Background: an optimization exercise with open tools, aiming at small area. Do not read the settings as production practice.
At most, simulation tests tie the RTL to the original design; equivalence was not proved.
No activity file was given, so power comes from the tool's default toggle rates.

==> indigo: inputs <==
Design rms_sound_level_meter, start of the top module:
module rms_sound_level_meter #(
   parameter int MAX_BLOCK = 1024
) (
   input  logic                 clock,
   input  logic                 reset,
   input  logic                 req_valid,
   output logic                 req_stall,
   input  logic signed [31:0]   audio_word,
   input  logic                 block_end,
   output logic                 rsp_valid,
   input  logic                 rsp_stall,
   output logic signed [15:0]   level_db,
   output logic                 report_out,
   output logic                 silent,
   input  logic                 csr_we,
   input  logic [1:0]           csr_index,
   input  logic [14:0]          csr_wdata
);
clock: 13.0 ns
lec_check: 0
abc_area: 1
cap_margin: 20
core_margin: 2
core_utilization: 40
cts_buf_list: sky130_fd_sc_hd__clkbuf_8
slew_margin: 20
run.sh (not shown) runs the stock make flow with config.mk's settings and CLKGATE_MAP_FILE= SYNTH_SCRIPT=/design/flow/synth_recipe.tcl, a recipe that flattens the netlist after the stock synthesis.
==> cedar: changes against indigo <==
--- a/flow/design.v
+++ b/flow/design.v
@@ -53,20 +53,20 @@
    logic [15:0] last;
    logic        have;
    logic        rsp_valid_ff;
    logic [15:0] level;
    logic        report_ff, silent_ff;
    logic        bufv, bufe;
    logic [23:0] bufw;
-   logic        acc;
-   assign bufw = {r[1:0], es, level};
    logic prep, lastit, kend;
-   assign prep   = (t == 5'd0);
-   assign lastit = (st == ST_MUL) ? (t == 5'd13) : (t == 5'd16);
+   logic [4:0] tp1;
+   assign prep   = (t == 5'd31);
+   assign lastit = !prep && ((st == ST_MUL) ? (t == 5'd12) : (t == 5'd15));
    assign kend   = (k == 6'd32);
+   assign tp1    = t + 5'd1;
    logic ak, mk;
    assign ak = (k <= 6'd30) ? ra[0] : 1'b0;
    assign mk = (k <= 6'd30) ? rm[0] : 1'b0;
    logic [5:0]  sel;
    logic        inr, sbit, sign, magbit, beff0, beff1;
    logic [31:0] s32;
    assign sel    = k - {t, 1'b0};
@@ -189,22 +189,19 @@
    assign fpos = ~r;
    always_comb begin
       bor[0] = (fpos == 4'd0) && fb;
       for (int j = 1; j < 17; j++) begin
          bor[j] = ((j < 16) && (fpos == 4'(j)) && fb) ||
                   (ph && bor[j-1] && !level[j-1]);
       end
-      for (int j = 0; j < 16; j++)
-         level_f[j] = ph ? (level[j] ^ bor[j]) : ((fpos == 4'(j)) ? fb : level[j]);
+      for (int j = 0; j < 16; j++) level_f[j] = level[j] ^ bor[j];
    end
    logic report;
    assign report = !have || !bn0 || !bn1;
-   assign req_stall = bufv || rsp_valid_ff ||
-                      !(st == ST_CLR || st == ST_IDLE || st == ST_SAMP);
-   assign acc = req_valid && !req_stall;
+   assign req_stall = bufv;
    always_ff @(posedge clock) begin
       ra <= {ina, ra[30:1]};
       rm <= {inm, rm[32:1]};
    end
    always_ff @(posedge clock) begin
       if (reset) begin
          thr <= THRESHOLD_RESET;
@@ -225,22 +222,25 @@
    end
    logic consume;
    assign consume = (st == ST_IDLE && bufv && !take) ||
                     (st == ST_SAMP && k == 6'd63 && t == 5'd11);
    always_ff @(posedge clock) begin
       if (reset) begin
          bufv <= 1'b0;
-      end else if (acc) begin
+      end else if (req_valid && !bufv) begin
          bufv <= 1'b1;
       end else if (consume) begin
          bufv <= 1'b0;
       end
    end
    always_ff @(posedge clock) begin
-      if (acc) bufe <= block_end;
+      if (req_valid && !bufv) begin
+         bufw <= audio_word[31:8];
+         bufe <= block_end;
+      end
    end
    always_ff @(posedge clock) begin
       if (reset) begin
          have <= 1'b0;
       end else if (st == ST_DEC && report) begin
          have <= 1'b1;
       end
@@ -262,53 +262,54 @@
       ca <= c1;
       cb <= c2o;
       md <= (st == ST_MUL) ? ((k < 6'd20) ? K4[k[4:0]] : 1'b0) :
             (st == ST_SAMP) ? magbit :
             ((st == ST_LOG && !idle1) ? mk : 1'b0);
    end
    always_ff @(posedge clock) begin
-      if (acc) begin
-         level <= audio_word[23:8];
+      if (st == ST_CST && !rsp_valid_ff) begin
+         level <= '0;
       end else if (st == ST_LOG && !idle1 && lastit && kend) begin
          level <= level_f;
-      end else if (st == ST_X && k < 6'd16) begin
-         level <= {lvl, level[15:1]};
+      end else if (st == ST_X && k == 6'd0) begin
+         for (int j = 0; j < 15; j++)
+            level[j] <= silent_ff ? 1'b0 : (sat ? !c2 : rm[j]);
+         level[15] <= silent_ff ? 1'b0 : c2;
       end
    end
    always_ff @(posedge clock) begin
       if (st == ST_CST && !rsp_valid_ff) begin
          silent_ff <= !nz;
          bout      <= 1'b0;
       end else if (st == ST_LOG && !idle1 && lastit && kend && ph) begin
          bout <= bout | bor[16];
       end
    end
    always_ff @(posedge clock) begin
-      if (acc) es <= audio_word[29:24];
-      else if (st == ST_SPW && !ph) es <= e;
+      if (st == ST_SPW && !ph) es <= e;
    end
    always_ff @(posedge clock) begin
       case (st)
          ST_SAMP: begin
             if (inr) fneg <= (sel == 6'd0) ? sbit : (fneg | sbit);
             if (k == 6'd0 && t == 5'd0) b0 <= magbit;
             if (k == 6'd1 && t == 5'd0) b1 <= magbit;
-            if (k[5:2] == t[3:0] && k[1]) begin
-               if (k[0]) bn1 <= magbit;
-               else      bn0 <= magbit;
+            if (inr && sel[5:1] == tp1) begin
+               if (sel[0]) bn1 <= magbit;
+               else        bn0 <= magbit;
             end
             if (k == 6'd63) begin
                b0 <= bn0;
                b1 <= bn1;
             end
          end
          ST_LOG, ST_MUL: begin
             if (!(st == ST_LOG && idle1)) begin
                if (!lastit) begin
-                  if (k[5:1] == t) begin
+                  if (k[5:1] == tp1) begin
                      if (k[0]) bn1 <= mk;
                      else      bn0 <= mk;
                   end
                end else begin
                   if (k <= 6'd2) begin
                      c2  <= s;
                      bn1 <= c2;
@@ -340,15 +341,14 @@
          ST_Y: if (k == 6'd17) bn1 <= s;
          default: ;
       endcase
    end
    logic [5:0] esplit;
    assign esplit = e - 6'd31;
    always_ff @(posedge clock) begin
-      if (acc) r[1:0] <= audio_word[31:30];
       if (reset) begin
          st <= ST_CLR;
          k  <= 6'd0;
       end else begin
          case (st)
             ST_CLR: begin
                k <= k + 6'd1;
@@ -385,29 +385,31 @@
                end
             end
             ST_SPW: begin
                k <= k + 6'd1;
                if (k == esplit) begin
                   st    <= ST_LOG;
                   k     <= 6'd0;
-                  t     <= 5'd0;
+                  t     <= 5'd31;
                   r     <= 4'd0;
                   idle1 <= 1'b0;
                end
             end
             ST_LOG: begin
                if (idle1) begin
                   idle1 <= 1'b0;
                   k     <= 6'd0;
                end else if (kend) begin
                   k <= 6'd0;
-                  if (!lastit) begin
+                  if (prep) begin
+                     t <= 5'd0;
+                  end else if (!lastit) begin
                      t <= t + 5'd1;
                   end else begin
-                     t <= 5'd1;
+                     t <= 5'd0;
                      r <= r + 4'd1;
                      idle1 <= fb;
                      if (r == 4'd15) begin
                         idle1 <= 1'b0;
                         if (!ph) begin
                            st <= ST_NLD;
                         end else begin
@@ -425,22 +427,23 @@
                   st <= ST_SPW;
                   ph <= 1'b1;
                end
             end
             ST_DP: begin
                if (kend) begin
                   k  <= 6'd0;
-                  t  <= 5'd0;
+                  t  <= 5'd31;
                   st <= ST_MUL;
                end else k <= k + 6'd1;
             end
             ST_MUL: begin
                if (kend) begin
                   k <= 6'd0;
-                  if (!lastit) t <= t + 5'd1;
+                  if (prep) t <= 5'd0;
+                  else if (!lastit) t <= t + 5'd1;
                   else st <= ST_LV;
                end else k <= k + 6'd1;
             end
             ST_LV: begin
                if (kend) begin
                   k  <= 6'd0;
                   st <= ST_X;
- ABC_AREA: 1 -> not set
- CTS_BUF_LIST: sky130_fd_sc_hd__clkbuf_8 -> not set
==> notes.md <==
indigo finished with timing, DRC and antenna clean. cedar completed without violations.
Of indigo and cedar, cedar has the higher area after synthesis (gap about 11%, measured against cedar).
Between cedar and indigo, the lower combinational power is in cedar (gap 17%, measured against indigo).
Against indigo, the core utilization of cedar is higher by 1.4 points.
Register-to-register slack: indigo is better than cedar (0.34 ns).
Between indigo and cedar, the lower non-clock buffer count is in indigo (gap 7).
Against cedar, the design area of indigo is smaller by about 13%.
The RTL of cedar was laid out without a check of its function.

==> separate check: timing with driven ports <==
No port has a modelled driver above. Below, the same layouts with a new extraction and two added sets of constraints.
Step 1, drivers: a clkbuf_16 drives clock and a buf_2 each remaining input, both assumed.
Step 2 times the ports against the registers' clock, not the clock port: input delays grow and output delays shrink by t, the midpoint of the rising clock arrivals with the driver on.
a / b / c = ideal ports / drivers / drivers and shift; a / b = the first two.
run | t (ns) | slack for setup (ns) | worst setup path after step 2
indigo | 0.524 | 7.316 / 7.316 / 7.316 | register to register
cedar | 0.568 | 6.978 / 6.978 / 6.978 | register to register
After both steps every run listed still meets setup and hold.
